This design comes from an exercise in tuning for small area, a short achievable clock period and few clock cycles per item on the open sky130 flow, not from production work.
Function was checked by simulation only, so behaviour that the tests miss may differ from the original.
Power is estimated from default activity; no workload was simulated.

**flow/config.mk**
```make
export PLATFORM = sky130hd
export DESIGN_NAME = mmu_top
export DESIGN_NICKNAME = mmu_top
export VERILOG_FILES = /design/flow/design.v
export SDC_FILE = /design/flow/constraint.sdc
export NUM_CORES = 4
export LEC_CHECK = 0
export ABC_CLOCK_PERIOD_IN_PS = 2000
export CAP_MARGIN = 20
export CORE_AREA = 2 2 193 193
export CTS_BUF_LIST = sky130_fd_sc_hd__clkbuf_8
export DIE_AREA = 0 0 195 195
export SETUP_SLACK_MARGIN = 4.2
export SLEW_MARGIN = 20
export TNS_END_PERCENT = 5
```
**flow/constraint.sdc**
```tcl
create_clock -name core_clock -period 8.5 [get_ports {clk_i}]
set_input_delay 1.7000 -clock core_clock [delete_from_list [all_inputs] [get_ports {clk_i}]]
set_output_delay 1.7000 -clock core_clock [all_outputs]
set_load 0.01 [all_outputs]
```
**flow/design.v**
```verilog
package mmu_pkg;
  typedef logic [39-1:0]    vaddr_t;
  typedef logic [56-1:0]    paddr_t;
  typedef logic [44-1:0]    ppn_t;
  typedef logic [39-13:0]   vpn_t;
  typedef enum logic [1:0] {
    PRIV_LVL_U = 2'b00,
    PRIV_LVL_S = 2'b01,
    PRIV_LVL_M = 2'b11
  } priv_lvl_t;
  typedef struct packed {
    logic [9:0] rsvd;
    ppn_t       ppn;
    logic [1:0] rsw;
    logic       d;
    logic       a;
    logic       g;
    logic       u;
    logic       x;
    logic       w;
    logic       r;
    logic       v;
  } pte_t;
  typedef struct packed {
    logic valid;
    vpn_t vpn;
    pte_t pte;
    logic is_2m;
    logic is_1g;
  } tlb_entry_t;
  typedef struct packed {
    logic hit;
    pte_t pte;
    logic is_2m;
    logic is_1g;
  } tlb_rsp_t;
  typedef enum logic [3:0] {
    EXC_INSTR_ACCESS_FAULT = 4'd1,
    EXC_INSTR_PAGE_FAULT   = 4'd12,
    EXC_LOAD_PAGE_FAULT    = 4'd13,
    EXC_STORE_PAGE_FAULT   = 4'd15
  } exc_cause_t;
  typedef struct packed {
    logic        valid;
    exc_cause_t  cause;
    logic [63:0] tval;
  } exc_t;
  typedef struct packed {
    logic   valid;
    vaddr_t vaddr;
  } walk_req_t;
  typedef struct packed {
    logic       done;
    logic       error;
    vaddr_t     vaddr;
    tlb_entry_t entry;
  } walk_rsp_t;
  typedef enum logic [1:0] {
    IDLE,
    READ,
    WAIT,
    DONE
  } ptw_state_t;
  function automatic paddr_t merge_paddr(ppn_t ppn, vaddr_t vaddr, logic is_2m, logic is_1g);
    paddr_t paddr;
    paddr = {ppn, vaddr[11:0]};
    if (is_2m) begin
      paddr[20:12] = vaddr[20:12];
    end
    if (is_1g) begin
      paddr[29:12] = vaddr[29:12];
    end
    merge_paddr = paddr;
  endfunction
endpackage
`timescale 1ns/100ps
module mmu_top (
  input  logic        clk_i,
  input  logic        rst_ni,
  input  logic        enable_translation_i,
  input  logic        flush_tlb_i,
  input  logic [43:0] satp_ppn_i,
  input  logic [1:0]  priv_lvl_i,
  input  logic [1:0]  ld_st_priv_lvl_i,
  input  logic        sum_i,
  input  logic        fetch_req_i,
  input  logic [38:0] fetch_vaddr_i,
  output logic        fetch_valid_o,
  output logic [55:0] fetch_paddr_o,
  output logic [68:0] fetch_exc_o,
  input  logic        lsu_req_i,
  input  logic        lsu_is_store_i,
  input  logic [38:0] lsu_vaddr_i,
  output logic        lsu_dtlb_hit_o,
  output logic [43:0] lsu_dtlb_ppn_o,
  output logic        lsu_valid_o,
  output logic [55:0] lsu_paddr_o,
  output logic [68:0] lsu_exc_o,
  output logic        mem_req_o,
  output logic [55:0] mem_addr_o,
  input  logic        mem_rvalid_i,
  input  logic [63:0] mem_rdata_i
);
  logic en;
  assign en = enable_translation_i;
  logic        t_v, t_id, t_k1, t_k0, t_fok, t_lok, t_sok;
  logic [26:0] t_vpn;
  logic [43:0] t_ppn;
  logic [26:0] f_vpn, l_vpn;
  logic        f_hit, l_hit;
  assign f_vpn = fetch_vaddr_i[38:12];
  assign l_vpn = lsu_vaddr_i[38:12];
  assign f_hit = t_v && (t_vpn[26:18] == f_vpn[26:18])
                 && (t_k1 || (t_vpn[17:9] == f_vpn[17:9]))
                 && (t_k0 || (t_vpn[8:0] == f_vpn[8:0]));
  assign l_hit = t_v && (t_vpn[26:18] == l_vpn[26:18])
                 && (t_k1 || (t_vpn[17:9] == l_vpn[17:9]))
                 && (t_k0 || (t_vpn[8:0] == l_vpn[8:0]));
  logic        busy_q;    
  logic        own_q;     
  logic [1:0]  lvl_q;     
  logic        arr, leaf, fault, done, cont, free;
  logic [38:0] w_va;
  logic        rd_v, rd_r, rd_w, rd_x, rd_u, rd_a, rd_d;
  logic [43:0] rd_ppn;
  assign rd_v   = mem_rdata_i[0];
  assign rd_r   = mem_rdata_i[1];
  assign rd_w   = mem_rdata_i[2];
  assign rd_x   = mem_rdata_i[3];
  assign rd_u   = mem_rdata_i[4];
  assign rd_a   = mem_rdata_i[6];
  assign rd_d   = mem_rdata_i[7];
  assign rd_ppn = mem_rdata_i[53:10];
  assign w_va = own_q ? lsu_vaddr_i : fetch_vaddr_i;
  assign leaf = rd_r || rd_x;
  assign arr  = busy_q && mem_rvalid_i;
  assign cont = arr && rd_v && !rd_r && !rd_w && !rd_x && (lvl_q != 2'd0);
  assign done = arr && !cont;
  assign free = !busy_q || done;
  always_comb begin
    fault = !rd_v || (rd_w && !rd_r);
    if (leaf) begin
      if (!rd_a) fault = 1'b1;
      if (lvl_q == 2'd2 && rd_ppn[17:0] != '0) fault = 1'b1;
      if (lvl_q == 2'd1 && rd_ppn[8:0] != '0) fault = 1'b1;
    end else if (lvl_q == 2'd0) begin
      fault = 1'b1;
    end
  end
  logic lv_q, lf_q, fill;
  assign fill    = done && !fault && !flush_tlb_i;
  logic covered;
  assign covered = done && leaf
                   && (fetch_vaddr_i[38:30] == lsu_vaddr_i[38:30])
                   && (lvl_q == 2'd2 || fetch_vaddr_i[29:21] == lsu_vaddr_i[29:21])
                   && (lvl_q != 2'd0 || fetch_vaddr_i[20:12] == lsu_vaddr_i[20:12]);
  logic l_sel, f_sel, l_go, f_go, start, canon;
  assign canon = (fetch_vaddr_i[38] == fetch_vaddr_i[37]);
  assign l_sel = lsu_req_i && en && !lv_q && !lf_q && !(busy_q && own_q);
  assign f_sel = fetch_req_i && en && canon && !(busy_q && !own_q);
  logic l_pri;
  assign l_pri = l_sel;
  assign l_go  = l_pri && !l_hit;
  assign f_go  = !l_pri && f_sel && !f_hit;
  assign start = free && !covered && (l_go || f_go);
  logic [8:0] s_idx, c_idx;
  assign s_idx = l_pri ? lsu_vaddr_i[38:30] : fetch_vaddr_i[38:30];
  assign c_idx = (lvl_q == 2'd2) ? w_va[29:21] : w_va[20:12];
  assign mem_req_o  = cont || start;
  assign mem_addr_o = cont ? {rd_ppn, c_idx, 3'b000} : {satp_ppn_i, s_idx, 3'b000};
  always_ff @(posedge clk_i or negedge rst_ni) begin
    if (!rst_ni) begin
      busy_q <= 1'b0;
    end else begin
      busy_q <= mem_req_o || (busy_q && !mem_rvalid_i);
    end
  end
  always_ff @(posedge clk_i) begin
    if (cont) begin
      lvl_q <= lvl_q - 2'd1;
    end else if (start) begin
      lvl_q <= 2'd2;
      own_q <= l_pri;
    end
  end
  logic        fw, lw;
  logic [43:0] f_ppn, l_ppn;
  logic        fw_flt, lw_flt;
  assign fw    = busy_q && !own_q && mem_rvalid_i;
  assign lw    = busy_q && own_q && mem_rvalid_i;
  assign f_ppn = {t_ppn[43:27],
                  t_ppn[26:18] | (f_vpn[26:18] & {9{t_id}}),
                  t_ppn[17:9]  | (f_vpn[17:9]  & {9{t_k1}}),
                  t_ppn[8:0]   | (f_vpn[8:0]   & {9{t_k0}})};
  assign l_ppn = {t_ppn[43:27],
                  t_ppn[26:18] | (l_vpn[26:18] & {9{t_id}}),
                  t_ppn[17:9]  | (l_vpn[17:9]  & {9{t_k1}}),
                  t_ppn[8:0]   | (l_vpn[8:0]   & {9{t_k0}})};
  logic w_fok, w_lok, w_sok, w_lpriv;
  assign w_fok   = rd_x && !((priv_lvl_i == 2'b00) && !rd_u) && !((priv_lvl_i == 2'b01) && rd_u);
  assign w_lpriv = !((ld_st_priv_lvl_i == 2'b01) && rd_u && !sum_i)
                   && !((ld_st_priv_lvl_i == 2'b00) && !rd_u);
  assign w_lok   = rd_r && w_lpriv;
  assign w_sok   = rd_w && rd_d && w_lpriv;
  assign fw_flt = (fw && fault) || !t_fok;
  assign lw_flt = (lw && fault) || (lsu_is_store_i ? !t_sok : !t_lok);
  assign lsu_dtlb_hit_o     = lsu_req_i && (!en || l_hit);
  assign lsu_dtlb_ppn_o     = l_ppn;
  always_ff @(posedge clk_i or negedge rst_ni) begin
    if (!rst_ni) begin
      lv_q <= 1'b0;
      lf_q <= 1'b0;
    end else begin
      lv_q <= lsu_dtlb_hit_o && !lsu_valid_o && !(fill && !covered);
      lf_q <= fill && own_q;
    end
  end
  assign lsu_valid_o        = lv_q || lf_q || (lw && fault);
  assign lsu_paddr_o        = {l_ppn, lsu_vaddr_i[11:0]};
  assign lsu_exc_o[68]      = en && lw_flt;
  assign lsu_exc_o[67:64]   = lsu_is_store_i ? 4'd15 : 4'd13;
  assign lsu_exc_o[63:0]    = {25'd0, lsu_vaddr_i};
  assign fetch_valid_o      = fetch_req_i && (!en || !canon || f_hit || (fw && fault));
  assign fetch_paddr_o      = {f_ppn, fetch_vaddr_i[11:0]};
  assign fetch_exc_o[68]    = en && (!canon || fw_flt);
  assign fetch_exc_o[67:64] = canon ? 4'd12 : 4'd1;
  assign fetch_exc_o[63:0]  = {25'd0, fetch_vaddr_i};
  always_ff @(posedge clk_i or negedge rst_ni) begin
    if (!rst_ni) begin
      t_v <= 1'b0;
    end else if (flush_tlb_i || !en || (!fetch_req_i && !lsu_req_i)) begin
      t_v <= 1'b0;
    end else if (fill) begin
      t_v <= 1'b1;
    end
  end
  always_ff @(posedge clk_i) begin
    t_id <= !en;
    if (!en) begin
      t_ppn <= '0;
      t_k1  <= 1'b1;
      t_k0  <= 1'b1;
    end else if (fill) begin
      t_ppn <= rd_ppn;
      t_k1  <= (lvl_q == 2'd2);
      t_k0  <= (lvl_q != 2'd0);
    end
    if (fill) begin
      t_vpn <= w_va[38:12];
      t_fok <= w_fok;
      t_lok <= w_lok;
      t_sok <= w_sok;
    end
  end
endmodule
```
**flow/flow/run.sh**
```bash
#!/bin/bash
# The standard layout, with the port buffers made from the smallest
# buffer cell instead of the delay cell buffer_ports picks by default, and
# the constant outputs left on synthesis's shared tie cells.
set -euo pipefail
export BUFFER_PORTS_ARGS="-buffer_cell sky130_fd_sc_hd__buf_1"
export SKIP_REPAIR_TIE_FANOUT=1
bash standard.sh finish > standard_flow.log 2>&1
```
**flow/standard.sh**
```bash
#!/bin/bash
# synth_recipe.tcl (not shown) runs the flow's synth.tcl, then flattens the netlist and writes it again
# the make line also repeats each setting of config.mk as NAME=value (left out here)
make -C /OpenROAD-flow-scripts/flow DESIGN_CONFIG=/design/flow/config.mk WORK_HOME=/design/flow/orfs CLKGATE_MAP_FILE= SYNTH_SCRIPT=/design/flow/synth_recipe.tcl "${@:-finish}"
```
==> results of run 1 <==
## synthesized netlist by cell type (3+ instances only)
master	number	area, sq um
buf_2	4	20.0
a41oi_1	5	43.8
nand4_1	6	37.5
xor2_1	58	508
clkbuf_1	19	71.3
nor4_1	13	81.3
a21o_1	54	405
mux2i_1	73	731
mux2_2	45	507
nor3_1	9	45.0
xnor2_1	25	219
dfxtp_1	47	941
buf_1	3	11.3
nand3_1	4	20.0
dfrtp_1	4	100
ha_1	3	37.5
nand2_1	90	338
nor2_1	56	210
edfxtp_1	33	991
inv_1	9	33.8
o211ai_1	3	22.5
buf_4	244	1830
## final timing paths
path,end,slack [ns],depth (start not counted)
max in group asynchronous,busy_q,7.24,1
min in group asynchronous,t_v,1.08,1
setup / recovery,mem_req_o,3.41,8
setup reg to reg,lv_q,4.77,10
hold reg to reg,t_ppn[16],0.54,2
hold / removal,t_ppn[16],0.54,2
## stage by stage
stage	total power, W	util	hold WS (ns)	instance area (sq um)	setup WS (ns)
2_1_floorplan	0.000705	-	0.490	7490	3.95
3_3_place_gp	0.000778	0.215	0.503	7670	2.79
3_5_place_dp	0.000781	0.215	0.524	7670	2.78
4_1_cts	0.00115	0.230	0.549	8240	3.37
5_1_grt	0.00121	0.240	0.580	8560	3.36
6_report	0.00115	0.240	0.542	8560	3.41
## per-layer routing
layer | GRT usage | vias to the layer above | routed length [um]
met5 | 0 | - | 8
met4 | 0.0455 | 2 | 656
met3 | 0.0421 | 33 | 2130
met2 | 0.249 | 297 | 14300
met1 | 0.187 | 3019 | 12500
li1 | - | 2905 | -
## sequential cells by signal, summed over array words and instances, names as in the netlist
| signal | flops |
|---|---|
| busy_q | 1 |
| lf_q | 1 |
| lv_q | 1 |
| lvl_q | 2 |
| own_q | 1 |
| t_fok | 1 |
| t_id | 1 |
| t_k0 | 1 |
| t_k1 | 1 |
| t_lok | 1 |
| t_ppn | 44 |
| t_sok | 1 |
| t_v | 1 |
| t_vpn | 27 |
## layout make-up
| class | count | area, sq um | share of cell area |
|---|---|---|---|
| inverter | 9 | 33.8 | 0.00394 |
| sequential | 84 | 2030 | 0.237 |
| timing repair buffer | 432 | 1980 | 0.231 |
| multi-input combinational | 472 | 3730 | 0.436 |
| antenna | 1 | 2.50 | 0.000292 |
| clock inverter | 7 | 83.8 | 0.00979 |
| tap | 461 | 577 | 0.0673 |
| clock buffer | 9 | 124 | 0.0145 |
## worst reg2reg max path, cell delays in order (launching register included)
cell	delay, ns
edfxtp_1	0.40
inv_1	0.08
ha_1	0.32
nor4_4	0.38
buf_4	0.20
a21oi_1	0.15
nand4b_1	0.15
buf_4	0.74
inv_1	0.62
buf_4	0.40
a211oi_1	0.23
## timing repair
action / CTS / global route
setup buffers: 10 / 5
setup endpoints to repair: 81 / 79
pin swaps: 14 / 25
cloned: 3 / 0
gates resized for setup: 70 / 88
## power by group through the flow
stage | Clock [W] | Sequential (W) | Combinational [W]
after floorplan | 0 | 0.000442 | 0.000262
final | 0.000333 | 0.000448 | 0.000365
after global routing | 0.000362 | 0.000451 | 0.000395
after global placement | 0 | 0.000450 | 0.000328
after CTS | 0.000349 | 0.000448 | 0.000354
after detailed placement | 0 | 0.000451 | 0.000330
## cells by family (layout without fill, tap and decap cells)
kind of cell / after synthesis / count (layout) / share of synthesized area
buffers and inverters: 281 / 457 / 0.267
AND/OR/NAND/NOR: 186 / 188 / 0.108
multiplexers: 118 / 118 / 0.167
flip-flops: 84 / 84 / 0.274
XOR/XNOR: 83 / 83 / 0.0979
AO/OA/AOI/OAI: 78 / 78 / 0.0804
adder cells (fa/ha/maj): 3 / 3 / 0.00506
other: 2 / 3 / 0.00101
==> results_dict.tcl, run 1 <==
set metrics [dict create \
    arrival_ns 3.39 \
    dpl.cell_count 1440 \
    end_kind "output pin" \
    power.internal_w 0.000712 \
    cts_hold_buf 0 \
    die_x_um 195 \
    ys_types 45 \
    period_share 0.598 \
    instances_no_fill 1475 \
    htree_levels 3 \
    seq_power_share 0.391 \
    worstPathRequired_ns 6.80 \
    cts_inserted_buffers 9 \
    syn_area_per_cell_sq_um 8.89 \
    drv_cap 0 \
    synth_warnings 1 \
    nets 1210 \
    hold_violations 0 \
    ys.flop_type "dfxtp_1" \
    via_per_inst 4.24 \
    row_count 69 \
    cts_tree "done" \
    crit_chain "buf_12 -> xor2_2 -> nor4_2 -> nand4_1 -> nor3_2 -> o22ai_2 -> a31o_4 -> buf_6" \
    grt_max_degree 55 \
    leakage_nw 3.72 \
    insertion_delay_ns 0.42 \
    route.detailed.drc 0 \
    irDropWorstVdd_mv 0.0729 \
    hp-start "t_ppn[16]" \
    max_slew_margin 0.356 \
    startpoint "fetch_vaddr_i[38]" \
    path_buf_inv 2 \
    die_y_um 195 \
    period_needed_ns 5.09 \
    wire_per_inst_um 20.1 \
    setup_viol 0 \
    path_delay_family "simple AND/OR/NAND/NOR gates" \
    fillCellCount 3941 \
    ios 553 \
    async_reset_ff_frac 0.0476 \
    firstDrtPassIters 5 \
    grt_setup_unrepaired "true" \
    antenna_found_initial 2 \
    grt_overflow_total 0 \
    die_area_sq_um 38000 \
    synth_seq_area_share 0.274 \
    gr-usage-all-layers 0.149 \
    worst_pin_slew_ns 0.966 \
    antenna_left 0 \
    crit_type "in -> out" \
    layout_commonest_cell "buf_1" \
    outcome "complete, no violations" \
    initial_utilization 0.208 \
    port_buffers 410 \
    drv_slew 0 \
    max_stage_delay_ns 0.31 \
    pwr-share-clk 0.291 \
    dp_hpwl_um 22100 \
    fin_tns_setup_ns 0 \
    cp-start-kind "primary input" \
    ys_seq_elements 84 \
    cts.sinks 84 \
    hold_path_class "reg -> reg" \
    cts_buffer_depth 2 \
    gp_congestion 0.836 \
    grt_pass1_vias 5848 \
    synth_area_sq_um 7420 \
    vias 6256 \
    p_comb_frac 0.319 \
    r2r-start "lvl_q[0]" \
    syn-num-nets 1037 \
    p_per_area_nw_per_um2 134 \
    wl_um 29600 \
    max_freq_mhz 197 \
    cp_max_fo 7 \
    synth_edf_count 33 \
    power.share.switching 0.378 \
    core_area_sq_um 35700 \
    areaGrowthSynthToFinish_pct 15.4 \
    skew_ns 0.0204 \
    drtIter0Drc 326 \
    drive_above_1_share 0.175 \
    clk_pin_slew_worst_paths_ns 0.09 \
    synthCells 835 \
    grt_pass1_wl_um 40800 \
    cts_root_buffer "clkbuf_8" \
    mostFrequentLayoutCells "buf_1, nand2_1, mux2i_1, nor2_1, a21o_1" \
    slowest_stage "nand4_1" \
    p_switching_w 0.000433 \
]
Testbench counts, summed over its fixed seeds: cycles 85,496, items 23,040.
==> run 2: changes to the inputs <==
--- a/flow/config.mk
+++ b/flow/config.mk
@@ -7,3 +7,3 @@
 export LEC_CHECK = 0
-export ABC_CLOCK_PERIOD_IN_PS = 2000
+export ABC_AREA = 1
 export CAP_MARGIN = 20
@@ -12,3 +12,3 @@
 export DIE_AREA = 0 0 195 195
-export SETUP_SLACK_MARGIN = 4.2
+export SETUP_SLACK_MARGIN = 4.6
 export SLEW_MARGIN = 20
==> run 2 against run 1 <==
First-iteration DRC count up 81%. Global-route usage increased by 2.3 points. Critical path depth increased by 5. Largest power group unchanged. Largest cell class unchanged.
==> results_dict.tcl, run 2 <==
set metrics [dict create \
    slowest_stage "nor2_2" \
    ys.flop_type "dfxtp_1" \
    wl_um 35100 \
    fillCellCount 3960 \
    crit_type "in -> out" \
    initial_utilization 0.215 \
    antenna_found_initial 1 \
    vias 7998 \
    antenna_left 0 \
    min_path_cells 2 \
    p_switching_w 0.000419 \
    setup_viol 0 \
    dpl.cell_count 1756 \
    arrival_ns 2.95 \
    hold_violations 0 \
    synthCells 1158 \
    drive_above_1_share 0.235 \
    dp_hpwl_um 23700 \
    path_delay_family "simple AND/OR/NAND/NOR gates" \
    cts_buffer_depth 2 \
    insertion_delay_ns 0.39 \
    wire_per_inst_um 19.1 \
    areaGrowthSynthToFinish_pct 28.9 \
    drtIter0Drc 589 \
    synth_area_leaders "buf_4, edfxtp_1, dfxtp_1, o21ai_0, nand2_1" \
    firstDrtPassIters 5 \
    die_area_sq_um 38000 \
    num_antenna_cells 0 \
    p_per_area_nw_per_um2 114 \
    ys_types 33 \
    seq_power_share 0.384 \
    htree_levels 3 \
    met3_length_um 2660 \
    fin_tns_setup_ns 0 \
    syn_area_per_cell_sq_um 6.63 \
    instances_no_fill 1835 \
    hold_path_class "reg -> reg" \
    multiInputGateArea_sq_um 3860 \
    core_area_sq_um 35700 \
    synth_edf_count 33 \
    via_per_inst 4.36 \
    layout_commonest_cell "buf_1" \
    yosys.area.top_type_share 0.236 \
    route.detailed.drc 0 \
    irDropWorstVdd_mv 0.0460 \
    design_area_sq_um 9890 \
    hold-worst-slack_ns 0.528 \
    cts.sinks 84 \
    skew_ns 0.0220 \
    wl_met1_um 15100 \
    period_needed_ns 4.65 \
    power.share.switching 0.372 \
    grt_max_degree 58 \
    cp_max_fo 4 \
    grt_pass1_wl_um 48200 \
    gr-usage-all-layers 0.173 \
    regMostFlops "t_ppn" \
    outcome "complete, no violations" \
    max_freq_mhz 215 \
    path_buf_inv 4 \
    p_comb_frac 0.355 \
    worstPathRequired_ns 6.80 \
    die_x_um 195 \
    placed_area_sq_um 7920 \
    async_reset_ff_frac 0.0476 \
    synth_warnings 1 \
    leakage_nw 4.21 \
    port_buffers 410 \
    drv_cap 0 \
    grt_setup_unrepaired "true" \
    synth_seq_area_share 0.265 \
    worstSetupPathDepth 13 \
    end_kind "output pin" \
    crit_chain "buf_2 -> inv_1 -> nand2_1 -> nand4_1 -> nor2_2 -> nand3_4 -> nand2_4 -> nand3_4 -> nand2_2 -> inv_2 -> nand2_4 -> nand2_4 -> buf_6" \
    post-route-util 0.277 \
    synth.most_common_cell "buf_4" \
    max_slew_margin 0.523 \
    gp_congestion 0.888 \
    synthTopCellsByCount "buf_4, nand2_1, o21ai_0" \
    ff_latch_area_sq_um 2030 \
    ys_seq_elements 84 \
    grt_pass1_vias 7439 \
    synth_area_sq_um 7670 \
    drv_slew 0 \
    wl_met2_um 16500 \
    syn-num-nets 1360 \
    cp-start-kind "primary input" \
    synth_top_area_cell "buf_4" \
    mostFrequentLayoutCells "buf_1, nand2_1, o21ai_0, inv_1, nor2_1" \
    worst_pin_slew_ns 0.715 \
    power.internal_w 0.000706 \
    reg_top3 "t_ppn: 44 flops, t_vpn: 27 flops, lvl_q: 2 flops" \
    pwr-share-clk 0.261 \
    period_share 0.547 \
    grt_overflow_total 0 \
    critical_path.most_common_cell "nand2_4" \
    clk_pin_slew_worst_paths_ns 0.08 \
    ios 553 \
    largest_reg_flops 44 \
    cts_inserted_buffers 9 \
    cts_tree "done" \
    rr_worst_depth 33 \
    dr.max_layer_used "met5" \
    die_y_um 195 \
    nets 1571 \
    max_stage_delay_ns 0.17 \
    cts_root_buffer "clkbuf_8" \
    row_count 69 \
]
[run 2: cell types whose count changed after synthesis, moves of 13 or more]
cell / previous run / this run
a21o_1: 54 / 0
xor2_1: 58 / 15
a21oi_1: 2 / 49
mux2i_1: 73 / 0
nor4_1: 13 / 0
o21ai_0: 1 / 174
nor2_1: 56 / 85
inv_1: 9 / 146
nand2_1: 90 / 231
mux2_2: 45 / 1
[run 2: metal layers]
metal / vias up / GRT usage
li1: 3846 / -
met1: 3703 / 0.226
met2: 405 / 0.284
met3: 42 / 0.0446
met4: 2 / 0.0416
met5: - / 0
[run 2: area by class of cell]
type / instances / area share
Multi-Input combinational cell: 652 / 0.390
Timing Repair Buffer: 468 / 0.262
Sequential cell: 84 / 0.205
Inverter: 153 / 0.0653
Tap cell: 461 / 0.0583
Clock buffer: 9 / 0.0125
Clock inverter: 7 / 0.00556
Timing Repair inverter: 1 / 0.00114
[run 2: path summary, 6_finish.rpt]
check / slack, ns / from / endpoint
setup / recovery: 3.85 / lsu_vaddr_i[14] / mem_req_o
hold / removal: 0.53 / t_ppn[26] / t_ppn[26]
setup reg to reg: 4.41 / lvl_q[0] / lv_q
hold reg to reg: 0.53 / t_ppn[26] / t_ppn[26]
max in group asynchronous: 7.14 / rst_ni / busy_q
min in group asynchronous: 1.14 / rst_ni / t_v
[run 2: power by group through the flow]
| stage | combinational (W) | clock (W) | sequential (W) |
|---|---|---|---|
| 4_1_cts | 0.000365 | 0.000309 | 0.000432 |
| 3_3_place_gp | 0.000298 | 0 | 0.000440 |
| 5_1_grt | 0.000434 | 0.000325 | 0.000433 |
| 3_5_place_dp | 0.000299 | 0 | 0.000440 |
| 6_report | 0.000399 | 0.000294 | 0.000432 |
| 2_1_floorplan | 0.000234 | 0 | 0.000439 |
[run 2: kinds of logic (layout without fill, tap and decap cells)]
logic type	count (synthesis)	after routing	share of synthesized area
buffers and inverters	431	638	0.334
AND/OR/NAND/NOR	353	362	0.184
AO/OA/AOI/OAI	241	241	0.161
flip-flops	84	84	0.265
XOR/XNOR	43	43	0.0491
adder cells (fa/ha/maj)	3	3	0.00489
other	2	2	0.000979
multiplexers	1	1	0.00147
[run 2: what timing repair did]
item | in CTS | in global routing
setup buffers | 38 | 10
endpoints found under the setup margin | 225 | 184
pin swaps | 69 | 67
cloned | 11 | 4
hold buffers | 0 | 0
gates resized for setup | 271 | 169
[run 2: metrics by stage]
stage / power, W / worst slack (ns)
floorplan: 0.000673 / 4.27
global route: 0.00119 / 3.75
finish: 0.00112 / 3.85
detailed placement: 0.000740 / 2.62
CTS: 0.00111 / 3.86
global placement: 0.000738 / 2.65
[run 2: worst reg2reg max path, delay by kind of cell, from the launching register on]
| family | cells | cell delay [ns] |
|---|---|---|
| flops | 1 | 0.43 |
| buf+inv | 22 | 2.53 |
| simple gates | 10 | 0.85 |
| fa+ha+maj | 1 | 0.21 |
==> run 3: changes to the inputs <==
--- a/flow/config.mk
+++ b/flow/config.mk
@@ -12,3 +12,3 @@
 export DIE_AREA = 0 0 195 195
-export SETUP_SLACK_MARGIN = 4.6
+export SETUP_SLACK_MARGIN = 3.9
 export SLEW_MARGIN = 20
==> run 3 against run 2 <==
Non-clock buffer count decreased by 27. Cell count decreased by 1.6%. Global-route usage decreased by 0.70 points. Register-to-register slack improved by 0.93 ns. Largest power group unchanged.
==> results_dict.tcl, run 3 <==
set metrics [dict create \
    outcome "complete, no violations" \
    largest_reg_flops 44 \
    p_switching_w 0.000408 \
    die_x_um 195 \
    areaGrowthSynthToFinish_pct 18.1 \
    synth.most_common_cell "buf_4" \
    synthTopCellsByCount "buf_4, nand2_1, o21ai_0" \
    cts_buffer_depth 2 \
    grt_overflow_total 0 \
    initial_utilization 0.215 \
    via_per_inst 4.35 \
    grt_pass1_vias 7065 \
    cp-start-kind "primary input" \
    synth_top_area_cell "buf_4" \
    ios 553 \
    wire_per_inst_um 18.8 \
    synthCells 1158 \
    syn-num-nets 1360 \
    cp_max_fo 5 \
    vias 7859 \
    clk_pin_slew_worst_paths_ns 0.08 \
    hold_path_class "reg -> reg" \
    power.share.switching 0.383 \
    synth_seq_area_share 0.265 \
    cts_root_buffer "clkbuf_8" \
    row_count 69 \
    core_area_sq_um 35700 \
    setup_viol 0 \
    port_buffers 410 \
    htree_levels 3 \
    end_kind "output pin" \
    yosys.area.top_type_share 0.236 \
    die_area_sq_um 38000 \
    route.detailed.drc 0 \
    nets 1541 \
    hold_violations 0 \
    cts_inserted_buffers 9 \
    rr_worst_depth 13 \
    crit_type "in -> out" \
    regMostFlops "t_ppn" \
    power.internal_w 0.000656 \
    ys_types 33 \
    dp_hpwl_um 23900 \
    period_share 0.551 \
    arrival_ns 2.98 \
    gp_congestion 0.887 \
    synth_area_leaders "buf_4, edfxtp_1, dfxtp_1, o21ai_0, nand2_1" \
    max_freq_mhz 214 \
    fin_tns_setup_ns 0 \
    p_per_area_nw_per_um2 117 \
    seq_power_share 0.407 \
    irDropWorstVdd_mv 0.0556 \
    fillCellCount 4025 \
    antenna_found_initial 2 \
    antenna_left 0 \
    worstPathRequired_ns 6.80 \
    ys.flop_type "dfxtp_1" \
    firstDrtPassIters 5 \
    dp_slack_ns 2.36 \
    period_needed_ns 4.68 \
    min_path_cells 2 \
    synth_warnings 1 \
    hp-start "t_ppn[3]" \
    cts_tree "done" \
    async_reset_ff_frac 0.0476 \
    gr-usage-all-layers 0.166 \
    cts.sinks 84 \
    synth_area_sq_um 7670 \
    ff2ff_setup_slack_ns 5.34 \
    max_slew_margin 0.443 \
    skew_ns 0.0167 \
    grt_pass1_wl_um 45900 \
    wl_um 34000 \
    reg_top3 "t_ppn: 44 flops, t_vpn: 27 flops, lvl_q: 2 flops" \
    worst_pin_slew_ns 0.834 \
    drv_slew 0 \
    pwr-share-clk 0.262 \
    grt_max_degree 55 \
    drive_above_1_share 0.170 \
    leakage_nw 3.85 \
    timing.rr.end "t_ppn[10]" \
    synth_edf_count 33 \
    insertion_delay_ns 0.40 \
    drtIter0Drc 562 \
    layout_commonest_cell "buf_1" \
    syn_area_per_cell_sq_um 6.63 \
    drv_cap 0 \
    p_comb_frac 0.331 \
    mostFrequentLayoutCells "buf_1, nand2_1, o21ai_0, inv_1, nor2_1" \
    ys_seq_elements 84 \
    hold_end "t_ppn[3]" \
    grt_setup_unrepaired "true" \
    layout_setup_ws_ns 3.82 \
    die_y_um 195 \
    r2r-start "lvl_q[0]" \
]
## run 3: cell counts after synthesis
Identical to the previous run, type by type.
## run 3: kinds of logic after synthesis
kind of cell	Yosys count	share of synthesized area
AOI/OAI and AO/OA	241	0.161
muxes	1	0.00147
other	2	0.000979
buffers and inverters	431	0.334
adders and majority gates	3	0.00489
xor gates and xnor gates	43	0.0491
and+or+nand+nor	353	0.184
DFF	84	0.265
## run 3: timing repair
action,CTS,global route
endpoints found under the setup margin,119,59
pin swaps,18,72
resized for setup,127,176
hold buffers,0,0
buffers inserted,12,13
gates cloned,8,1
## run 3: area by class of cell
class                           instances  area [sq um]  share of cell area
Antenna cell                            1          2.50            0.000276
Clock buffer                           10           138              0.0152
Clock inverter                          6          25.0             0.00276
Inverter                              153           611              0.0673
Multi-Input combinational cell        649          3610               0.398
Sequential cell                        84          2030               0.224
Tap cell                              461           577              0.0636
Timing Repair Buffer                  441          2070               0.228
Timing Repair inverter                  1          8.76            0.000966
## run 3: critical path: stages
cell and delay [ns]:
buf_6 0.13, inv_2 0.06, nand2_1 0.05, o21ai_0 0.10, nor2_1 0.12, nand3_1 0.11, nor2_2 0.16, nand3_2 0.10
nand2_1 0.08, nand2_1 0.06, nand2_2 0.09, nand2_2 0.07, buf_6 0.13
## run 3: through the flow
step / instances / power (W) / hold slack [ns] / cell area [sq um] / util
2_1_floorplan: 1158 / 0.000668 / 0.490 / 7670 / -
3_3_place_gp: 1755 / 0.000733 / 0.511 / 7840 / 0.219
3_5_place_dp: 1755 / 0.000734 / 0.515 / 7840 / 0.219
4_1_cts: 1791 / 0.00105 / 0.527 / 8490 / 0.238
5_1_grt: 1806 / 0.00112 / 0.538 / 9070 / 0.254
6_report: 1806 / 0.00106 / 0.531 / 9070 / 0.254
## run 3: power groups by stage
stage	logic, W	registers [W]	clock network, W
4_1_cts	0.000323	0.000434	0.000292
3_5_place_dp	0.000291	0.000443	0
2_1_floorplan	0.000230	0.000439	0
5_1_grt	0.000385	0.000434	0.000304
3_3_place_gp	0.000290	0.000443	0
6_report	0.000352	0.000433	0.000278
## run 3: how the worst max path moves through the flow
| stage | endpoint | cells after the start | from | slack (ns) |
|---|---|---|---|---|
| 3_3_place_gp | mem_req_o | 15 | mem_rdata_i[3] | 2.38 |
| 6_report | mem_req_o | 13 | fetch_vaddr_i[37] | 3.82 |
| 5_1_grt | mem_addr_o[18] | 10 | mem_rdata_i[3] | 3.74 |
| 4_1_cts | mem_addr_o[6] | 6 | fetch_vaddr_i[15] | 3.75 |
| 2_1_floorplan | mem_req_o | 9 | fetch_vaddr_i[37] | 4.11 |
| 3_5_place_dp | mem_req_o | 15 | mem_rdata_i[3] | 2.36 |
## run 3: routing by layer
layer | part of all wire | GRT usage | vias up
li1 | - | - | 3764
met1 | 0.44 | 0.221 | 3610
met2 | 0.46 | 0.260 | 437
met3 | 0.082 | 0.0396 | 46
met4 | 0.022 | 0.0597 | 2
met5 | 0.00038 | 0 | -
==> run 4: changes to the inputs <==
--- a/flow/config.mk
+++ b/flow/config.mk
@@ -12,3 +12,3 @@
 export DIE_AREA = 0 0 195 195
-export SETUP_SLACK_MARGIN = 3.9
+export SETUP_SLACK_MARGIN = 3.3
 export SLEW_MARGIN = 20
==> run 4 against run 3 <==
Clock-buffer cell count unchanged. Sequential cell count is the same. Critical path depth is 1 lower. Critical endpoint unchanged.
==> results_dict.tcl, run 4 <==
set metrics [dict create \
    outcome "complete, no violations" \
    ff2ff_setup_slack_ns 5.37 \
    synth_area_leaders "buf_4, edfxtp_1, dfxtp_1, o21ai_0, nand2_1" \
    synthCells 1158 \
    cp-start-kind "primary input" \
    power.internal_w 0.000623 \
    ff_latch_area_sq_um 2030 \
    firstDrtPassIters 5 \
    period_share 0.600 \
    htree_levels 3 \
    worst_pin_slew_ns 0.810 \
    hold_violations 0 \
    mostFrequentLayoutCells "buf_1, nand2_1, o21ai_0, inv_1, nor2_1" \
    core_area_sq_um 35700 \
    synth_edf_count 33 \
    antenna_left 0 \
    period_needed_ns 5.10 \
    synth_seq_area_share 0.265 \
    cts_hold_buf 0 \
    r2r-start "lvl_q[0]" \
    synth_top_area_cell "buf_4" \
    hp-start "t_ppn[26]" \
    p_per_area_nw_per_um2 124 \
    drive_above_1_share 0.0379 \
    areaGrowthSynthToFinish_pct 6.06 \
    drtIter0Drc 559 \
    skew_ns 0.0162 \
    cts_inserted_buffers 9 \
    num_antenna_cells 0 \
    route.detailed.drc 0 \
    fin_tns_setup_ns 0 \
    dpl.cell_count 1755 \
    fillCellCount 4114 \
    via_per_inst 4.30 \
    regMostFlops "t_ppn" \
    initial_utilization 0.215 \
    row_count 69 \
    ios 553 \
    leakage_nw 3.43 \
    synth_area_sq_um 7670 \
    hold_path_class "reg -> reg" \
    grt_pass1_vias 6818 \
    multiInputGateArea_sq_um 3140 \
    wire_per_inst_um 17.5 \
    synthTopCellsByCount "buf_4, nand2_1, o21ai_0" \
    rr_worst_depth 13 \
    antenna_found_initial 1 \
    cts_root_buffer "clkbuf_8" \
    startpoint "fetch_vaddr_i[15]" \
    grt_overflow_total 0 \
    hold-worst-slack_ns 0.534 \
    cts_tree "done" \
    reg_top3 "t_ppn: 44 flops, t_vpn: 27 flops, lvl_q: 2 flops" \
    wl_um 31200 \
    drv_cap 0 \
    synth_warnings 1 \
    grt_setup_unrepaired "true" \
    irDropWorstVdd_mv 0.0545 \
    grt_pass1_wl_um 43200 \
    clk_pin_slew_worst_paths_ns 0.09 \
    gp_congestion 0.887 \
    die_y_um 195 \
    ys_types 33 \
    worstPathRequired_ns 6.80 \
    ys.flop_type "dfxtp_1" \
    grt_max_degree 55 \
    post-route-util 0.228 \
    end_kind "output pin" \
    die_x_um 195 \
    timing.rr.end "t_ppn[10]" \
    insertion_delay_ns 0.40 \
    pwr-share-clk 0.274 \
    p_switching_w 0.000384 \
    vias 7656 \
    cp_max_fo 5 \
    instances_no_fill 1781 \
    cts_buffer_depth 2 \
    nets 1517 \
    syn-num-nets 1360 \
    die_area_sq_um 38000 \
    max_freq_mhz 196 \
    drv_slew 0 \
    async_reset_ff_frac 0.0476 \
    largest_reg_flops 44 \
    ys_seq_elements 84 \
    p_comb_frac 0.296 \
    layout_commonest_cell "buf_1" \
    setup_viol 0 \
    dp_hpwl_um 23900 \
    min_path_cells 2 \
    seq_power_share 0.430 \
    arrival_ns 3.40 \
    syn_area_per_cell_sq_um 6.63 \
    crit_type "in -> out" \
    hold_end "t_ppn[26]" \
    max_slew_margin 0.459 \
    gr-usage-all-layers 0.154 \
    synth.most_common_cell "buf_4" \
    power.share.switching 0.381 \
    port_buffers 410 \
    yosys.area.top_type_share 0.236 \
    cts.sinks 84 \
]
[run 4: layer usage]
metal,track usage,routed length (um),up-vias
met5,0,16,-
met4,0.0506,561,2
met3,0.0316,2340,32
met2,0.240,14000,400
met1,0.212,14300,3516
li1,-,-,3706
[run 4: metrics by stage]
stage	total power, W	worst slack (ns)	area (sq um)
floorplan	0.000668	4.11	7670
global placement	0.000733	2.38	7840
detailed placement	0.000734	2.36	7840
CTS	0.00102	3.30	8080
global route	0.00107	3.26	8140
finish	0.00101	3.40	8140
[run 4: power groups by stage]
stage               Clock, W  Combinational (W)  Sequential (W)
floorplan                  0           0.000230        0.000439
global placement           0           0.000290        0.000443
detailed placement         0           0.000291        0.000443
CTS                 0.000292           0.000297        0.000433
global route        0.000304           0.000329        0.000435
finish              0.000276           0.000298        0.000433
[run 4: worst max-delay path by stage]
stage                    endpoint  slack, ns  depth (start not counted)
floorplan               mem_req_o       4.11                          9
global placement        mem_req_o       2.38                         15
detailed placement      mem_req_o       2.36                         15
CTS                 mem_addr_o[4]       3.30                          8
global route            mem_req_o       3.26                         13
finish                  mem_req_o       3.40                         12
[run 4: logic make-up (layout without fill, tap and decap cells)]
logic type                 after synthesis  after routing  share of synthesized area
muxes                                    1              1                    0.00147
and+or+nand+nor                        353            356                      0.184
buffers and inverters                  431            590                      0.334
other                                    2              2                   0.000979
AOI/OAI and AO/OA                      241            241                      0.161
xor gates and xnor gates                43             43                     0.0491
DFF                                     84             84                      0.265
adders and majority gates                3              3                    0.00489
[run 4: worst max-delay path, stage by stage]
cell and delay, ns:
buf_1 0.29, xnor2_1 0.16, nand2_1 0.09, nor2_1 0.12
nand3_1 0.23, nand2_1 0.16, nand3_1 0.12, nand2_1 0.08
inv_1 0.03, nand2_1 0.11, nand2_1 0.12, buf_2 0.19
[run 4: cell type report]
class,instances,area share
Clock inverter,6,0.00307
Inverter,153,0.0729
Tap cell,461,0.0709
Clock buffer,10,0.0169
Multi-Input combinational cell,646,0.386
Timing Repair Buffer,421,0.201
Sequential cell,84,0.250
[run 4: what timing repair did]
item,4_1_cts,5_1_grt
endpoints found under the setup margin,31,5
buffers inserted,2,5
resized for setup,11,6
gates cloned,2,1
pin swaps,3,2
==> run 5: changes to the inputs <==
--- a/flow/config.mk
+++ b/flow/config.mk
@@ -12,3 +12,3 @@
 export DIE_AREA = 0 0 195 195
-export SETUP_SLACK_MARGIN = 3.3
+export SETUP_SLACK_MARGIN = 3.6
 export SLEW_MARGIN = 20
==> run 5 against run 4 <==
Hold slack worse by 0.0033 ns. Highest routed layer unchanged. Largest cell class unchanged. First-iteration DRC count fell by 4.3%. Largest power group unchanged. Power increased by 0.70%. Critical endpoint unchanged. Maximum frequency grew 3.8%. Non-clock buffer count shrank 2. Clock-buffer cell count is the same. Sequential cell count did not move. Core utilization grew 0.20 points. Clock power barely moved. Cell area is 0.86% higher. Global-route usage up 0.28 points. Register-to-register slack better by 0.05 ns.
==> results_dict.tcl, run 5 <==
set metrics [dict create \
    drtIter0Drc 535 \
    critical_path.most_common_cell "nand2_1" \
    worstSetupPathDepth 13 \
    initial_utilization 0.215 \
    period_share 0.578 \
    vias 7635 \
    ff2ff_setup_slack_ns 5.42 \
    grt_pass1_vias 6836 \
    mostFrequentLayoutCells "buf_1, nand2_1, o21ai_0, inv_1, nor2_1" \
    total_power_w 0.00101 \
    min_path_cells 2 \
    cts_buffer_depth 2 \
    rr_worst_depth 13 \
    outcome "complete, no violations" \
    yosys.area.top_type_share 0.236 \
    synth_edf_count 33 \
    row_count 69 \
    ys.flop_type "dfxtp_1" \
    wl_um 31400 \
    dpl.cell_count 1755 \
    die_area_sq_um 38000 \
    end_kind "output pin" \
    skew_ns 0.0178 \
    die_x_um 195 \
    synth_top_area_cell "buf_4" \
    antenna_left 0 \
    core_area_sq_um 35700 \
    critical_path.endpoint "mem_req_o" \
    async_reset_ff_frac 0.0476 \
    grt_pass1_wl_um 43800 \
    gp_congestion 0.887 \
    grtUsageMet2 0.246 \
    worstPathRequired_ns 6.80 \
    period_needed_ns 4.92 \
    antenna_found_initial 1 \
    setup_viol 0 \
    post-route-util 0.230 \
    syn_area_per_cell_sq_um 6.63 \
    max_freq_mhz 203 \
    synth.most_common_cell "buf_4" \
    ys_types 33 \
    crit_type "in -> out" \
    regMostFlops "t_ppn" \
    gr-usage-all-layers 0.157 \
    max_slew_margin 0.458 \
    path_buf_inv 4 \
    synth_seq_area_share 0.265 \
    largest_reg_flops 44 \
    ios 553 \
    reg_top3 "t_ppn: 44 flops, t_vpn: 27 flops, lvl_q: 2 flops" \
    insertion_delay_ns 0.40 \
    drv_cap 0 \
    nets 1515 \
    cts_root_buffer "clkbuf_8" \
    synthTopCellsByCount "buf_4, nand2_1, o21ai_0" \
    irDropWorstVdd_mv 0.0539 \
    synth_warnings 1 \
    grt_overflow_total 0 \
    wire_per_inst_um 17.6 \
    cp_max_fo 5 \
    arrival_ns 3.22 \
    fin_tns_setup_ns 0 \
    cts_inserted_buffers 9 \
    route.detailed.drc 0 \
    startpoint "fetch_vaddr_i[16]" \
    cts_hold_buf 0 \
    timing.rr.end "t_ppn[10]" \
    grt_use_met1 0.214 \
    clk_pin_slew_worst_paths_ns 0.09 \
    syn-num-nets 1360 \
    ys_seq_elements 84 \
    use_met3 0.0359 \
    synthCells 1158 \
    max_stage_delay_ns 0.22 \
    port_buffers 410 \
    synth_area_leaders "buf_4, edfxtp_1, dfxtp_1, o21ai_0, nand2_1" \
    path_delay_family "simple AND/OR/NAND/NOR gates" \
    p_per_area_nw_per_um2 124 \
    cp-start-kind "primary input" \
    firstDrtPassIters 5 \
    leakage_nw 3.49 \
    cts_tree "done" \
    layout_commonest_cell "buf_1" \
    drive_above_1_share 0.0653 \
    drv_slew 0 \
    instances_no_fill 1779 \
    cts.sinks 84 \
    r2r-start "lvl_q[0]" \
    die_y_um 195 \
    hold_violations 0 \
    dp_hpwl_um 23900 \
    hold_path_class "reg -> reg" \
    via_per_inst 4.29 \
    grt_setup_unrepaired "true" \
    areaGrowthSynthToFinish_pct 6.98 \
    slowest_stage "buf_1" \
    synth_area_sq_um 7670 \
    htree_levels 3 \
    grt_busiest_layer "met2" \
    crit_chain "buf_1 -> inv_1 -> nand2_1 -> nand4_1 -> nor2_1 -> nand3_1 -> nand2_1 -> nand3_1 -> nand2_1 -> inv_1 -> nand2_2 -> nand2_2 -> buf_4" \
    grt_max_degree 55 \
    worst_pin_slew_ns 0.810 \
    num_antenna_cells 0 \
]
run 5: cell families after synthesis:
family	synth area share
xor+xnor	0.0491
mux	0.00147
compound gates	0.161
flops	0.265
simple gates	0.184
fa+ha+maj	0.00489
other cells	0.000979
buf+inv	0.334
run 5: area by class of cell:
type	count	area, sq um
clock buffer	10	138
fill	4101	27500
timing repair buffer	419	1670
clock inverter	6	25.0
inverter	153	593
tap	461	577
sequential	84	2030
multi-input combinational	646	3180
run 5: report_power, final:
part	internal (W)	total [W]	switching, W
registers	0.000426	0.000434	0.00000735
clock network	0.000110	0.000276	0.000167
logic	0.0000919	0.000304	0.000212
total	0.000628	0.00101	0.000386
run 5: metrics by stage:
step	hold WS, ns	area, sq um	setup WS [ns]
after floorplan	0.490	7670	4.11
after global placement	0.511	7840	2.38
after detailed placement	0.515	7840	2.36
after CTS	0.529	8190	3.59
after global routing	0.537	8210	3.47
final	0.530	8210	3.58
run 5: how the worst min path moves through the flow:
stage | start | endpoint
final | t_ppn[26] | t_ppn[26]
after global routing | t_ppn[26] | t_ppn[26]
after CTS | t_ppn[0] | t_ppn[0]
after detailed placement | t_ppn[0] | t_ppn[0]
after global placement | t_ppn[3] | t_ppn[3]
after floorplan | t_ppn[4] | t_ppn[4]
run 5: routing by layer:
metal	wire (um)	share of wire	vias up
met5	13	0.00041	-
met1	14500	0.46	3519
met3	2230	0.071	28
li1	-	-	3701
met4	478	0.015	2
met2	14100	0.45	385
run 5: tightest hold or removal path: stages, from the launching register on:
cell and delay [ns]:
dfxtp_1 0.32, o21ai_1 0.13, a21oi_1 0.04
run 5: repair_timing:
item                                    4_1_cts  5_1_grt
resized for setup                            52        9
pin swaps                                     3        1
gates cloned                                  3        0
buffers inserted                              5        0
endpoints found under the setup margin       93       28
==> run 6: changes to the inputs <==
--- a/flow/config.mk
+++ b/flow/config.mk
@@ -9,5 +9,6 @@
 export CAP_MARGIN = 20
-export CORE_AREA = 2 2 193 193
+export CORE_AREA = 2 2 188 188
 export CTS_BUF_LIST = sky130_fd_sc_hd__clkbuf_8
-export DIE_AREA = 0 0 195 195
+export DIE_AREA = 0 0 190 190
+export PLACE_DENSITY = 0.85
 export SETUP_SLACK_MARGIN = 3.6
==> run 6 against run 5 <==
Power is 3.0% higher. Sequential share of layout area down 0.44 points. Critical path depth is 4 lower. Die area down 5.1%. Clock power grew 8.7%. Global-route usage increased by 0.97 points. Still clean on timing, DRC and antenna. Clock skew shrank 0.00060 ns. First-iteration DRC count rose by 46%. Sequential cell count is the same.
==> results_dict.tcl, run 6 <==
set metrics [dict create \
    outcome "complete, no violations" \
    dp_slack_ns 2.44 \
    cts_inserted_buffers 9 \
    synthTopCellsByCount "buf_4, nand2_1, o21ai_0" \
    cts_buffer_depth 2 \
    synth_area_sq_um 7670 \
    syn_area_per_cell_sq_um 6.63 \
    grt_pass1_wl_um 43000 \
    crit_type "in -> out" \
    synth_seq_area_share 0.265 \
    grt_pass1_vias 6544 \
    worst_pin_slew_ns 0.834 \
    reg_top3 "t_ppn: 44 flops, t_vpn: 27 flops, lvl_q: 2 flops" \
    cp_max_fo 13 \
    syn-num-nets 1360 \
    r2r-start "lvl_q[0]" \
    synth_top_area_cell "buf_4" \
    gp_congestion 0.889 \
    regMostFlops "t_ppn" \
    leakage_nw 3.53 \
    design_area_sq_um 8360 \
    nets 1520 \
    initial_utilization 0.224 \
    ys_types 33 \
    hold_violations 0 \
    route.detailed.drc 0 \
    port_buffers 410 \
    core_area_sq_um 34300 \
    yosys.area.top_type_share 0.236 \
    die_area_sq_um 36100 \
    drv_slew 0 \
    max_stage_delay_ns 0.21 \
    largest_reg_flops 44 \
    post-route-util 0.244 \
    synthCells 1158 \
    p_per_area_nw_per_um2 125 \
    row_count 68 \
    timing.rr.end "t_vpn[4]" \
    drtIter0Drc 783 \
    insertion_delay_ns 0.39 \
    critical_path.endpoint "mem_addr_o[8]" \
    die_y_um 190 \
    clk_pin_slew_worst_paths_ns 0.09 \
    slowest_stage "o21ai_1" \
    worstPathRequired_ns 6.80 \
    cp-start-kind "primary input" \
    firstDrtPassIters 5 \
    synth.most_common_cell "buf_4" \
    grt_setup_unrepaired "true" \
    cts.sinks 84 \
    areaGrowthSynthToFinish_pct 8.90 \
    max_freq_mhz 202 \
    skew_ns 0.0172 \
    htree_levels 3 \
    fin_tns_setup_ns 0 \
    grt_overflow_total 0 \
    period_share 0.582 \
    synth_warnings 1 \
    drv_cap 0 \
    cts_root_buffer "clkbuf_8" \
    crit_chain "clkbuf_4 -> buf_12 -> nand3_1 -> a21oi_4 -> buf_6 -> a21oi_1 -> o21ai_1 -> o21ai_0 -> buf_1" \
    wl_um 32700 \
    ff2ff_setup_slack_ns 5.74 \
    end_kind "output pin" \
    synth_edf_count 33 \
    async_reset_ff_frac 0.0476 \
    placed_area_sq_um 7840 \
    period_needed_ns 4.94 \
    grt_max_degree 80 \
    cts_tree "done" \
    ys.flop_type "dfxtp_1" \
    ys_seq_elements 84 \
    rr_worst_depth 11 \
    wire_per_inst_um 18.3 \
    layout_setup_ws_ns 3.56 \
    die_x_um 190 \
    ios 553 \
    irDropWorstVdd_mv 0.0563 \
    hold_path_class "reg -> reg" \
    vias 7751 \
    layout_commonest_cell "buf_1" \
    synth_area_leaders "buf_4, edfxtp_1, dfxtp_1, o21ai_0, nand2_1" \
    via_per_inst 4.35 \
    total_power_w 0.00105 \
    antenna_found_initial 3 \
    gr-usage-all-layers 0.167 \
    drive_above_1_share 0.0741 \
    antenna_left 0 \
    arrival_ns 3.24 \
    dp_hpwl_um 24000 \
    startpoint "enable_translation_i" \
    mostFrequentLayoutCells "buf_1, nand2_1, o21ai_0, inv_1, nor2_1" \
    setup_viol 0 \
    max_slew_margin 0.438 \
]
run 6: cell counts after synthesis:
Identical to the previous run, type by type.
run 6: worst min-delay path by stage:
stage	start	endpoint	slack [ns]	cells after the start
after floorplan	t_ppn[4]	t_ppn[4]	0.49	2
after global placement	t_ppn[0]	t_ppn[0]	0.51	2
after detailed placement	t_ppn[4]	t_ppn[4]	0.51	2
after CTS	t_ppn[26]	t_ppn[26]	0.53	2
after global routing	t_ppn[3]	t_ppn[3]	0.56	2
final	t_ppn[26]	t_ppn[26]	0.52	2
run 6: final cells by class:
type | instances | area (sq um)
Antenna cell | 2 | 5.00
Clock buffer | 9 | 124
Clock inverter | 7 | 61.3
Fill cell | 3853 | 25900
Inverter | 153 | 593
Multi-Input combinational cell | 646 | 3220
Sequential cell | 84 | 2030
Tap cell | 455 | 569
Timing Repair Buffer | 423 | 1740
Timing Repair inverter | 1 | 8.76
run 6: report_power, final:
part	internal, W	switching (W)	total, W
Sequential	0.000426	0.00000785	0.000434
Combinational	0.0000951	0.000216	0.000311
Clock	0.000133	0.000167	0.000300
Total	0.000655	0.000390	0.00105
run 6: metal layers:
metal  vias to the layer above  global-route usage  share of wire
li1                       3715                   -              -
met1                      3532               0.227           0.43
met2                       469               0.265           0.46
met3                        35              0.0350          0.095
met4                         0              0.0447          0.013
met5                         -                   0              0
run 6: worst max-delay path, delay by kind of cell:
kind                   cells  cell delay (ns)
AOI/OAI and AO/OA          4             0.66
buffers and inverters      4             0.73
and+or+nand+nor            1             0.13
run 6: cells by family after synthesis:
kind of cell             after synthesis  share of synthesized area
AND/OR/NAND/NOR                      353                      0.184
AO/OA/AOI/OAI                        241                      0.161
flip-flops                            84                      0.265
adder cells (fa/ha/maj)                3                    0.00489
other                                  2                   0.000979
multiplexers                           1                    0.00147
XOR/XNOR                              43                     0.0491
buffers and inverters                431                      0.334
run 6: stage by stage:
| step | hold WS, ns | std cells |
|---|---|---|
| after global routing | 0.555 | 1780 |
| after detailed placement | 0.514 | 1749 |
| after floorplan | 0.490 | 1158 |
| after CTS | 0.527 | 1775 |
| after global placement | 0.507 | 1749 |
| final | 0.522 | 1780 |
run 6: repair_timing:
item	in CTS	in global routing
cloned	4	3
hold buffers	0	0
resized for setup	29	45
setup buffers	6	0
hold endpoints to repair	0	0
endpoints found under the setup margin	59	38
pin swaps	3	0
==> run 7: changes to the inputs <==
--- a/flow/config.mk
+++ b/flow/config.mk
@@ -12,4 +12,3 @@
 export DIE_AREA = 0 0 190 190
-export PLACE_DENSITY = 0.85
-export SETUP_SLACK_MARGIN = 3.6
+export SETUP_SLACK_MARGIN = 3.7
 export SLEW_MARGIN = 20
==> run 7 against run 6 <==
Wire length decreased by 7.1%. Register-to-register slack better by 0.06 ns. Sequential power barely moved. Cell count grew 0.34%. Via count decreased by 2.1%. Sequential share of layout area fell by 0.36 points. Synthesized cell count did not move.
==> results_dict.tcl, run 7 <==
set metrics [dict create \
    antenna_found_initial 0 \
    antenna_left 0 \
    drtIter0Drc 522 \
    grt_max_degree 74 \
    die_y_um 190 \
    cts_inserted_buffers 9 \
    gp_congestion 0.882 \
    cts_buffer_depth 2 \
    syn_area_per_cell_sq_um 6.63 \
    fin_tns_setup_ns 0 \
    route.detailed.drc 0 \
    drv_slew 0 \
    synth_area_leaders "buf_4, edfxtp_1, dfxtp_1, o21ai_0, nand2_1" \
    ys.flop_type "dfxtp_1" \
    grt_setup_unrepaired "true" \
    dp_hpwl_um 23400 \
    insertion_delay_ns 0.38 \
    cts.sinks 84 \
    htree_levels 3 \
    ys_seq_elements 84 \
    vias 7590 \
    largest_reg_flops 44 \
    clk_pin_slew_worst_paths_ns 0.08 \
    max_slew_margin 0.443 \
    core_area_sq_um 34300 \
    yosys.area.top_type_share 0.236 \
    synth.most_common_cell "buf_4" \
    wire_per_inst_um 17.0 \
    nets 1526 \
    regMostFlops "t_ppn" \
    reg_top3 "t_ppn: 44 flops, t_vpn: 27 flops, lvl_q: 2 flops" \
    die_area_sq_um 36100 \
    post-route-util 0.247 \
    areaGrowthSynthToFinish_pct 10.5 \
    synth_area_sq_um 7670 \
    die_x_um 190 \
    worst_pin_slew_ns 0.835 \
    crit_type "in -> out" \
    design_area_sq_um 8480 \
    hold-worst-slack_ns 0.527 \
    mostFrequentLayoutCells "buf_1, nand2_1, o21ai_0, inv_1, nor2_1" \
    cts_tree "done" \
    synth_warnings 1 \
    irDropWorstVdd_mv 0.0507 \
    grt_pass1_vias 6673 \
    drive_above_1_share 0.111 \
    syn-num-nets 1360 \
    end_kind "output pin" \
    leakage_nw 3.62 \
    period_needed_ns 4.80 \
    setup_viol 0 \
    synthCells 1158 \
    grt_overflow_total 0 \
    synth_edf_count 33 \
    via_per_inst 4.25 \
    ios 553 \
    row_count 68 \
    hold_violations 0 \
    skew_ns 0.0144 \
    initial_utilization 0.224 \
    grt_pass1_wl_um 42100 \
    placed_area_sq_um 7840 \
    period_share 0.565 \
    arrival_ns 3.10 \
    gr-usage-all-layers 0.159 \
    drv_cap 0 \
    layout_commonest_cell "buf_1" \
    outcome "complete, no violations" \
    synth_top_area_cell "buf_4" \
    async_reset_ff_frac 0.0476 \
    wl_um 30300 \
    hold_path_class "reg -> reg" \
    ys_types 33 \
    cp_max_fo 50 \
    firstDrtPassIters 5 \
    cp-start-kind "primary input" \
    layout_setup_ws_ns 3.70 \
    dp_slack_ns 2.65 \
    p_per_area_nw_per_um2 120 \
    worstPathRequired_ns 6.80 \
    synthTopCellsByCount "buf_4, nand2_1, o21ai_0" \
    port_buffers 410 \
    max_freq_mhz 208 \
    synth_seq_area_share 0.265 \
    cts_root_buffer "clkbuf_8" \
]
run 7: power breakdown:
group	leakage (nW)	total (W)	internal, W	switching, W
logic	2.81	0.000316	0.000101	0.000215
registers	0.728	0.000434	0.000426	0.00000812
clock network	0.0851	0.000269	0.000102	0.000167
total	3.62	0.00102	0.000629	0.000390
run 7: final timing paths:
path / start / end / slack [ns] / cells after the start
setup / recovery: enable_translation_i / mem_addr_o[11] / 3.70 / 8
hold / removal: t_ppn[0] / t_ppn[0] / 0.53 / 2
setup reg to reg: lvl_q[0] / t_ppn[17] / 5.80 / 14
hold reg to reg: t_ppn[0] / t_ppn[0] / 0.53 / 2
max in group asynchronous: rst_ni / lv_q / 7.16 / 1
min in group asynchronous: rst_ni / lf_q / 1.14 / 1
run 7: repair_timing:
| item | in CTS | in global routing |
|---|---|---|
| pin swaps | 5 | 18 |
| endpoints found under the setup margin | 41 | 36 |
| gates resized for setup | 65 | 67 |
| gates cloned | 2 | 2 |
| hold buffers | 0 | 0 |
| hold endpoints to repair | 0 | 0 |
| buffers inserted | 7 | 7 |
run 7: worst max-delay path: stages:
cell and delay [ns]:
clkbuf_16 0.24, nand3_1 0.17, a21oi_4 0.20, buf_6 0.18, a21oi_1 0.07, o21ai_0 0.18, o21ai_0 0.16, buf_1 0.18
run 7: routing by layer:
| metal | wire length [um] | global-route usage |
|---|---|---|
| met5 | 0 | 0 |
| met2 | 14100 | 0.251 |
| met3 | 2190 | 0.0367 |
| met4 | 532 | 0.0486 |
| met1 | 13500 | 0.214 |
run 7: cells by family (layout without fill, tap and decap cells):
logic type               count (synthesis)  in the layout  share of synthesized area
AO/OA/AOI/OAI                          241            241                      0.161
flip-flops                              84             84                      0.265
multiplexers                             1              1                    0.00147
other                                    2              4                   0.000979
XOR/XNOR                                43             43                     0.0491
buffers and inverters                  431            600                      0.334
AND/OR/NAND/NOR                        353            355                      0.184
adder cells (fa/ha/maj)                  3              3                    0.00489
run 7: final cells by class:
class	instances	area, sq um
multi-input cells	645	3310
diodes	2	5.00
repair inverters	1	11.3
clock inverters	7	36.3
flip-flops and latches	84	2030
clock buffers	9	124
repair buffers	430	1790
inverters	153	603
well taps	455	569
fillers	3908	25800
run 7: per-stage QoR:
stage	total power, W	std cells
2_1_floorplan	0.000668	1158
3_3_place_gp	0.000732	1750
3_5_place_dp	0.000734	1750
4_1_cts	0.00103	1775
5_1_grt	0.00109	1784
6_report	0.00102	1786
==> run 8: changes to the inputs <==
--- a/flow/config.mk
+++ b/flow/config.mk
@@ -12,3 +12,3 @@
 export DIE_AREA = 0 0 190 190
-export SETUP_SLACK_MARGIN = 3.7
+export SETUP_SLACK_MARGIN = 3.5
 export SLEW_MARGIN = 20
==> run 8 against run 7 <==
Still clean on timing, DRC and antenna. Clock-buffer cell count unchanged. Critical path depth did not move. Non-clock buffer count decreased by 9. Area after synthesis stayed put. Combinational power decreased by 5%. Via count down 0.37%. Maximum frequency fell by 1.7%. Cell count shrank 0.62%. Sequential power is essentially flat. Register-to-register slack better by 0.08 ns. Largest cell class unchanged.
==> results_dict.tcl, run 8 <==
set metrics [dict create \
    antenna_found_initial 0 \
    outcome "complete, no violations" \
    cp_max_fo 50 \
    ys_types 33 \
    nets 1516 \
    synth_top_area_cell "buf_4" \
    synthCells 1158 \
    r2r-start "lvl_q[0]" \
    fin_tns_setup_ns 0 \
    syn_area_per_cell_sq_um 6.63 \
    route.detailed.drc 0 \
    wl_um 29800 \
    core_area_sq_um 34300 \
    cts_tree "done" \
    ys.flop_type "dfxtp_1" \
    gr-usage-all-layers 0.158 \
    leakage_nw 3.50 \
    cts_buffer_depth 2 \
    drive_above_1_share 0.0728 \
    power.share.switching 0.383 \
    dpl.cell_count 1750 \
    grt_max_degree 74 \
    timing.rr.end "t_ppn[17]" \
    antenna_left 0 \
    reg_top3 "t_ppn: 44 flops, t_vpn: 27 flops, lvl_q: 2 flops" \
    setup_viol 0 \
    synth_warnings 1 \
    die_y_um 190 \
    grt_pass1_vias 6644 \
    max_slew_margin 0.448 \
    total_power_w 0.00100 \
    synth_seq_area_share 0.265 \
    cts_inserted_buffers 9 \
    crit_chain "clkbuf_16 -> nand3_1 -> a21oi_1 -> buf_4 -> a21oi_1 -> o21ai_0 -> o21ai_0 -> buf_1" \
    cts_hold_buf 0 \
    synth_edf_count 33 \
    period_share 0.575 \
    die_x_um 190 \
    p_per_area_nw_per_um2 122 \
    largest_reg_flops 44 \
    drv_slew 0 \
    areaGrowthSynthToFinish_pct 7.19 \
    synth_area_leaders "buf_4, edfxtp_1, dfxtp_1, o21ai_0, nand2_1" \
    drv_cap 0 \
    initial_utilization 0.224 \
    hold_violations 0 \
    vias 7562 \
    mostFrequentLayoutCells "buf_1, nand2_1, o21ai_0, inv_1, nor2_1" \
    hold_path_class "reg -> reg" \
    slowest_stage "buf_4" \
    startpoint "enable_translation_i" \
    dp_hpwl_um 23400 \
    htree_levels 3 \
    async_reset_ff_frac 0.0476 \
    min_path_cells 2 \
    end_kind "output pin" \
    crit_type "in -> out" \
    pwr-share-clk 0.269 \
    synth.most_common_cell "buf_4" \
    rr_worst_depth 13 \
    ios 553 \
    grt_pass1_wl_um 42000 \
    firstDrtPassIters 6 \
    port_buffers 410 \
    critical_path.endpoint "mem_addr_o[6]" \
    seq_power_share 0.431 \
    via_per_inst 4.26 \
    cts.sinks 84 \
    gp_congestion 0.882 \
    irDropWorstVdd_mv 0.0509 \
    max_stage_delay_ns 0.26 \
    design_area_sq_um 8230 \
    synthTopCellsByCount "buf_4, nand2_1, o21ai_0" \
    arrival_ns 3.18 \
    placed_area_sq_um 7840 \
    period_needed_ns 4.88 \
    synth_area_sq_um 7670 \
    syn-num-nets 1360 \
    wire_per_inst_um 16.8 \
    ff2ff_setup_slack_ns 5.88 \
    die_area_sq_um 36100 \
    grt_setup_unrepaired "true" \
    instances_no_fill 1775 \
    post-route-util 0.240 \
    grt_overflow_total 0 \
    regMostFlops "t_ppn" \
    cts_root_buffer "clkbuf_8" \
    max_freq_mhz 205 \
    p_comb_frac 0.300 \
    worst_pin_slew_ns 0.829 \
    power.internal_w 0.000620 \
    cp-start-kind "primary input" \
    ys_seq_elements 84 \
    drtIter0Drc 533 \
    row_count 68 \
    p_switching_w 0.000384 \
    worstPathRequired_ns 6.80 \
    clk_pin_slew_worst_paths_ns 0.08 \
    insertion_delay_ns 0.38 \
    yosys.area.top_type_share 0.236 \
    skew_ns 0.0134 \
    layout_commonest_cell "buf_1" \
    fillCellCount 3924 \
]
-- run 8: cell count changes in the layout (fill, tap and decap cells not counted), moves of 4 or more --
cell,before,now
buf_1,364,376
buf_2,23,13
buf_4,19,11
inv_1,139,146
inv_2,14,7
nor2_1,71,78
o21ai_0,166,173
o21ai_1,13,8
xnor2_1,22,27
xnor2_2,6,1
nor2_2,9,5
-- run 8: cell families (layout without fill, tap and decap cells) --
kind of cell,count (synthesis),in the layout,share of synthesized area
xor gates and xnor gates,43,43,0.0491
buffers and inverters,431,590,0.334
adders and majority gates,3,3,0.00489
muxes,1,1,0.00147
other,2,3,0.000979
DFF,84,84,0.265
and+or+nand+nor,353,355,0.184
AOI/OAI and AO/OA,241,241,0.161
-- run 8: layout make-up --
class                   count  area (sq um)  area share
flip-flops and latches     84          2030       0.247
clock buffers               9           124      0.0151
clock inverters             7          36.3     0.00441
well taps                 455           569      0.0692
repair buffers            421          1680       0.205
multi-input cells         645          3190       0.387
inverters                 153           593      0.0721
diodes                      1          2.50    0.000304
-- run 8: how the worst min path moves through the flow --
stage | end | startpoint | slack (ns)
after global placement | t_ppn[3] | t_ppn[3] | 0.51
after global routing | t_ppn[5] | t_ppn[5] | 0.55
after detailed placement | t_ppn[0] | t_ppn[0] | 0.51
after floorplan | t_ppn[4] | t_ppn[4] | 0.49
final | t_ppn[0] | t_ppn[0] | 0.53
after CTS | t_ppn[0] | t_ppn[0] | 0.53
-- run 8: stage by stage --
step	hold WS (ns)	worst slack (ns)
floorplan	0.490	4.11
global placement	0.509	2.70
detailed placement	0.511	2.65
CTS	0.529	3.47
global route	0.550	3.49
finish	0.527	3.62
-- run 8: per-layer routing --
metal | up-vias | wire length (um) | GRT usage
li1 | 3707 | - | -
met3 | 22 | 2090 | 0.0354
met4 | 0 | 443 | 0.0453
met5 | - | 0 | 0
met2 | 372 | 13800 | 0.253
met1 | 3461 | 13500 | 0.214
-- run 8: power by group through the flow --
stage	registers, W	clock network, W	logic (W)
after floorplan	0.000439	0	0.000230
after global placement	0.000442	0	0.000290
after detailed placement	0.000442	0	0.000292
after CTS	0.000433	0.000287	0.000303
after global routing	0.000434	0.000300	0.000335
final	0.000433	0.000271	0.000301
-- run 8: worst max-delay path: cells and delay by family --
family / cells / cell delay, ns
buffers and inverters: 3 / 0.68
AO/OA/AOI/OAI: 4 / 0.67
AND/OR/NAND/NOR: 1 / 0.10
-- run 8: what timing repair did --
action,in CTS,in global routing
resized for setup,35,31
pin swaps,3,1
endpoints found under the setup margin,40,4
setup buffers,5,1
cloned,2,0

[re-timing with driven ports]
In the flow no input, the clock included, has a driving cell. The finished layouts below were timed again as built, in two steps.
Step 1, drivers: a clkbuf_16 drives clk_i and a buf_2 each remaining input, both assumed.
Step 2 also shifts input and output timing later by t, the mid clock arrival at the registers, as if the neighbouring blocks saw the same clock.
Slacks: no drivers / after step 1 / after step 2; pairs: no drivers / after step 1.
run	shift t [ns]	setup slack, ns
run 1	0.454	3.414 / 3.368 / 3.368
run 2	0.427	3.853 / 3.810 / 3.443
run 3	0.436	3.821 / 3.748 / 3.748
run 4	0.433	3.398 / 3.373 / 3.373
run 5	0.431	3.584 / 3.535 / 3.535
run 6	0.432	3.555 / 3.533 / 3.533
run 7	0.418	3.697 / 3.643 / 3.643
run 8	0.416	3.615 / 3.562 / 3.562
After both steps every run listed still meets setup and hold.
